Context: an optimization exercise on an open-source flow, tuned for small area, a short achievable clock period and few clock cycles per item. The choices shown serve that exercise and are no tape-out recipe. Only simulation tests tie the RTL to the original design; equivalence was not proved.

==> inputs of v2 <==
// julian_day_to_calendar_date
module julian_day_to_calendar_date (
  input  logic                     clk,
  input  logic                     rst,
  input  logic                     stamp_valid,
  output logic                     stamp_ready,
  input  logic [IN_W-1:0]          stamp_julian_time,
  output logic                     date_valid,
  input  logic                     date_ready,
  output logic signed [YEAR_W-1:0] date_year,
  output logic [MONTH_W-1:0]       date_month,
  output logic [DAY_W-1:0]         date_day_whole,
  output logic [FO_W-1:0]          date_day_fraction
);
Settings: LEC_CHECK=0, CAP_MARGIN=20, CORE_MARGIN=2, CORE_UTILIZATION=60, SETUP_SLACK_MARGIN=5, SLEW_MARGIN=20; clock period 10.0 ns.
run.sh (not shown) runs the stock make flow with config.mk's settings and CLKGATE_MAP_FILE= SYNTH_SCRIPT=/design/flow/synth_recipe.tcl, a recipe that flattens the netlist after the stock synthesis.
==> v9 (differences from v2) <==
--- a/flow/design.v
+++ b/flow/design.v
@@ -1653,60 +1653,25 @@
   assign yt[9]  = s2sum >= 13'd3652;
   assign yt[10] = s2sum >= 13'd4017;
   always_comb begin
     yp = 4'd0;
     for (int i = 0; i < 11; i++) begin
       if (yt[i]) yp = 4'(i + 1);
     end
   end
-  logic [13:0] qe14;
-  logic [13:0] m1179;
-  assign qe14  = 14'(qe2);
-  assign m1179 = -14'd1179;
-  logic [13:0] y0h;
-  logic [14:0] y0h_c;
-  assign y0h_c[0] = 1'b0;
-  assign y0h[0] = qe14[0] ^ m1179[0] ^ y0h_c[0];
-  assign y0h_c[1] = (qe14[0] & m1179[0]) | (qe14[0] & y0h_c[0]) | (m1179[0] & y0h_c[0]);
-  assign y0h[1] = qe14[1] ^ m1179[1] ^ y0h_c[1];
-  assign y0h_c[2] = (qe14[1] & m1179[1]) | (qe14[1] & y0h_c[1]) | (m1179[1] & y0h_c[1]);
-  assign y0h[2] = qe14[2] ^ m1179[2] ^ y0h_c[2];
-  assign y0h_c[3] = (qe14[2] & m1179[2]) | (qe14[2] & y0h_c[2]) | (m1179[2] & y0h_c[2]);
-  assign y0h[3] = qe14[3] ^ m1179[3] ^ y0h_c[3];
-  assign y0h_c[4] = (qe14[3] & m1179[3]) | (qe14[3] & y0h_c[3]) | (m1179[3] & y0h_c[3]);
-  assign y0h[4] = qe14[4] ^ m1179[4] ^ y0h_c[4];
-  assign y0h_c[5] = (qe14[4] & m1179[4]) | (qe14[4] & y0h_c[4]) | (m1179[4] & y0h_c[4]);
-  assign y0h[5] = qe14[5] ^ m1179[5] ^ y0h_c[5];
-  assign y0h_c[6] = (qe14[5] & m1179[5]) | (qe14[5] & y0h_c[5]) | (m1179[5] & y0h_c[5]);
-  assign y0h[6] = qe14[6] ^ m1179[6] ^ y0h_c[6];
-  assign y0h_c[7] = (qe14[6] & m1179[6]) | (qe14[6] & y0h_c[6]) | (m1179[6] & y0h_c[6]);
-  assign y0h[7] = qe14[7] ^ m1179[7] ^ y0h_c[7];
-  assign y0h_c[8] = (qe14[7] & m1179[7]) | (qe14[7] & y0h_c[7]) | (m1179[7] & y0h_c[7]);
-  assign y0h[8] = qe14[8] ^ m1179[8] ^ y0h_c[8];
-  assign y0h_c[9] = (qe14[8] & m1179[8]) | (qe14[8] & y0h_c[8]) | (m1179[8] & y0h_c[8]);
-  assign y0h[9] = qe14[9] ^ m1179[9] ^ y0h_c[9];
-  assign y0h_c[10] = (qe14[9] & m1179[9]) | (qe14[9] & y0h_c[9]) | (m1179[9] & y0h_c[9]);
-  assign y0h[10] = qe14[10] ^ m1179[10] ^ y0h_c[10];
-  assign y0h_c[11] = (qe14[10] & m1179[10]) | (qe14[10] & y0h_c[10]) | (m1179[10] & y0h_c[10]);
-  assign y0h[11] = qe14[11] ^ m1179[11] ^ y0h_c[11];
-  assign y0h_c[12] = (qe14[11] & m1179[11]) | (qe14[11] & y0h_c[11]) | (m1179[11] & y0h_c[11]);
-  assign y0h[12] = qe14[12] ^ m1179[12] ^ y0h_c[12];
-  assign y0h_c[13] = (qe14[12] & m1179[12]) | (qe14[12] & y0h_c[12]) | (m1179[12] & y0h_c[12]);
-  assign y0h[13] = qe14[13] ^ m1179[13] ^ y0h_c[13];
-  assign y0h_c[14] = (qe14[13] & m1179[13]) | (qe14[13] & y0h_c[13]) | (m1179[13] & y0h_c[13]);
   logic [8:0]  s23;
   logic [3:0]  yp3;
   logic [15:0] y03;
   logic [15:0] f3;
   always_ff @(posedge clk) begin
     if (en3) begin
       s23   <= s2sum[8:0];
       yp3   <= yp;
-      y03   <= {y0h, 2'b00};
+      y03   <= 16'({qe2, 2'b00}) - 16'd4716;
       f3    <= f2;
     end
   end
   logic [8:0]  yoff3;
   always_comb begin
     unique case (yp3)
       4'd0:    yoff3 = 9'(0);
       4'd1:    yoff3 = 9'(365);
@@ -1784,33 +1749,31 @@
   assign mt[3]  = doy >= 9'd122;
   assign mt[4]  = doy >= 9'd153;
   assign mt[5]  = doy >= 9'd184;
   assign mt[6]  = doy >= 9'd214;
   assign mt[7]  = doy >= 9'd245;
   assign mt[8]  = doy >= 9'd275;
   assign mt[9]  = doy >= 9'd306;
   assign mt[10] = doy >= 9'd337;
-  logic [4:0]  mstart;
   always_comb begin
-    mstart     = 5'(0);
+    day_next   = 5'(doy[4:0] + 5'd1);
     month_next = 4'd3;
-    if (mt[0])  begin mstart = 5'(31);  month_next = 4'd4;  end
-    if (mt[1])  begin mstart = 5'(61);  month_next = 4'd5;  end
-    if (mt[2])  begin mstart = 5'(92);  month_next = 4'd6;  end
-    if (mt[3])  begin mstart = 5'(122); month_next = 4'd7;  end
-    if (mt[4])  begin mstart = 5'(153); month_next = 4'd8;  end
-    if (mt[5])  begin mstart = 5'(184); month_next = 4'd9;  end
-    if (mt[6])  begin mstart = 5'(214); month_next = 4'd10; end
-    if (mt[7])  begin mstart = 5'(245); month_next = 4'd11; end
-    if (mt[8])  begin mstart = 5'(275); month_next = 4'd12; end
-    if (mt[9])  begin mstart = 5'(306); month_next = 4'd1;  end
-    if (mt[10]) begin mstart = 5'(337); month_next = 4'd2;  end
+    if (mt[0])  begin day_next = 5'(doy[4:0] - 5'd30);  month_next = 4'd4;  end
+    if (mt[1])  begin day_next = 5'(doy[4:0] - 5'd60);  month_next = 4'd5;  end
+    if (mt[2])  begin day_next = 5'(doy[4:0] - 5'd91);  month_next = 4'd6;  end
+    if (mt[3])  begin day_next = 5'(doy[4:0] - 5'd121); month_next = 4'd7;  end
+    if (mt[4])  begin day_next = 5'(doy[4:0] - 5'd152); month_next = 4'd8;  end
+    if (mt[5])  begin day_next = 5'(doy[4:0] - 5'd183); month_next = 4'd9;  end
+    if (mt[6])  begin day_next = 5'(doy[4:0] - 5'd213); month_next = 4'd10; end
+    if (mt[7])  begin day_next = 5'(doy[4:0] - 5'd244); month_next = 4'd11; end
+    if (mt[8])  begin day_next = 5'(doy[4:0] - 5'd274); month_next = 4'd12; end
+    if (mt[9])  begin day_next = 5'(doy[4:0] - 5'd305); month_next = 4'd1;  end
+    if (mt[10]) begin day_next = 5'(doy[4:0] - 5'd336); month_next = 4'd2;  end
   end
-  assign day_next = doy[4:0] - mstart + 5'd1;
   logic [15:0] year_r;
   logic [3:0]  month_r;
   logic [4:0]  day_r;
   logic [15:0] frac_r;
   always_ff @(posedge clk) begin
     if (adv) begin
       year_r  <= y03 + 16'(5'(yp3) + 5'(mt[9]));
       month_r <= month_next;
==> flow_summary.toml <==
[synth]
synth_warnings = 1
synth_top_area_share_pct = 38.3
synth_cells = 1193
synth_simple_gate_area_share_pct = 6.34
synthDistinctLibCells = 72
synth_compound_area_share_pct = 8.62

[detailed_routing]
vias = 8748

[finish]
clock_area_share_pct = 3.96
sh_seq_area_pct = 33.1
stdcell_area_sq_um = 16200
inv_count = 280

[status]
status = "no timing/DRC/antenna violations"

[timing]
fin_ws_ns = 5.05
clock_skew_ns = 0.0129

[critical_path]
cp_max_fo = 10

[floorplanning]
die_area_sq_um = 24200

[power_and_ir_drop]
The numbers above come from v2.

==> flow_summary.toml <==
[status]
status = "no timing/DRC/antenna violations"

[synth]
synth_simple_gate_area_share_pct = 8.82
synth_cells = 1341
synth_warnings = 11
synthDistinctLibCells = 73

[detailed_routing]
vias = 10100

[global_route]
grt_max_degree = 51

[finish]
sh_seq_area_pct = 31.5
inv_count = 270
stdcell_area_sq_um = 17000

[floorplanning]
die_area_sq_um = 25600
core_area_sq_um = 24100

[timing]
fin_ws_ns = 5.07

[critical_path]
cp_max_fo = 2
The numbers above come from v9.

Testbench counts of v2, summed over its fixed seeds: cycles 16,032, items 16,000.
Testbench counts of v9, summed over its fixed seeds: cycles 16,032, items 16,000.

==> separate check: timing with driven ports <==
How much do the figures lean on ideal ports? The routed layouts below were timed once more, with nothing changed but the port constraints. Step 1, drivers: a clkbuf_16 drives clk and a buf_2 each remaining input, both assumed. Step 2 adds t to the input delays and takes it off the output delays; t is the mean of the earliest and latest rising clock arrival at the registers after step 1. Input paths then give back, and output paths get back, about the clock's delay inside the block. a / b / c = ideal / step 1 / step 2; a / b = the first two.
run | t, ns | setup WS [ns] | worst setup path after step 2 | slew at the worst register clock pin (ns) | worst slew at a driven data input, ns
v2 | 0.484 | 5.050 / 5.024 / 4.674 | input to register | 0.08 / 0.08 | 0.06
v9 | 0.484 | 5.072 / 5.045 / 4.717 | input to register | 0.09 / 0.09 | 0.06
After both steps setup and hold are still met in every run listed. The setup slack of v2, which loses most, moves by -0.026 ns with the drivers and by -0.376 ns with both steps.
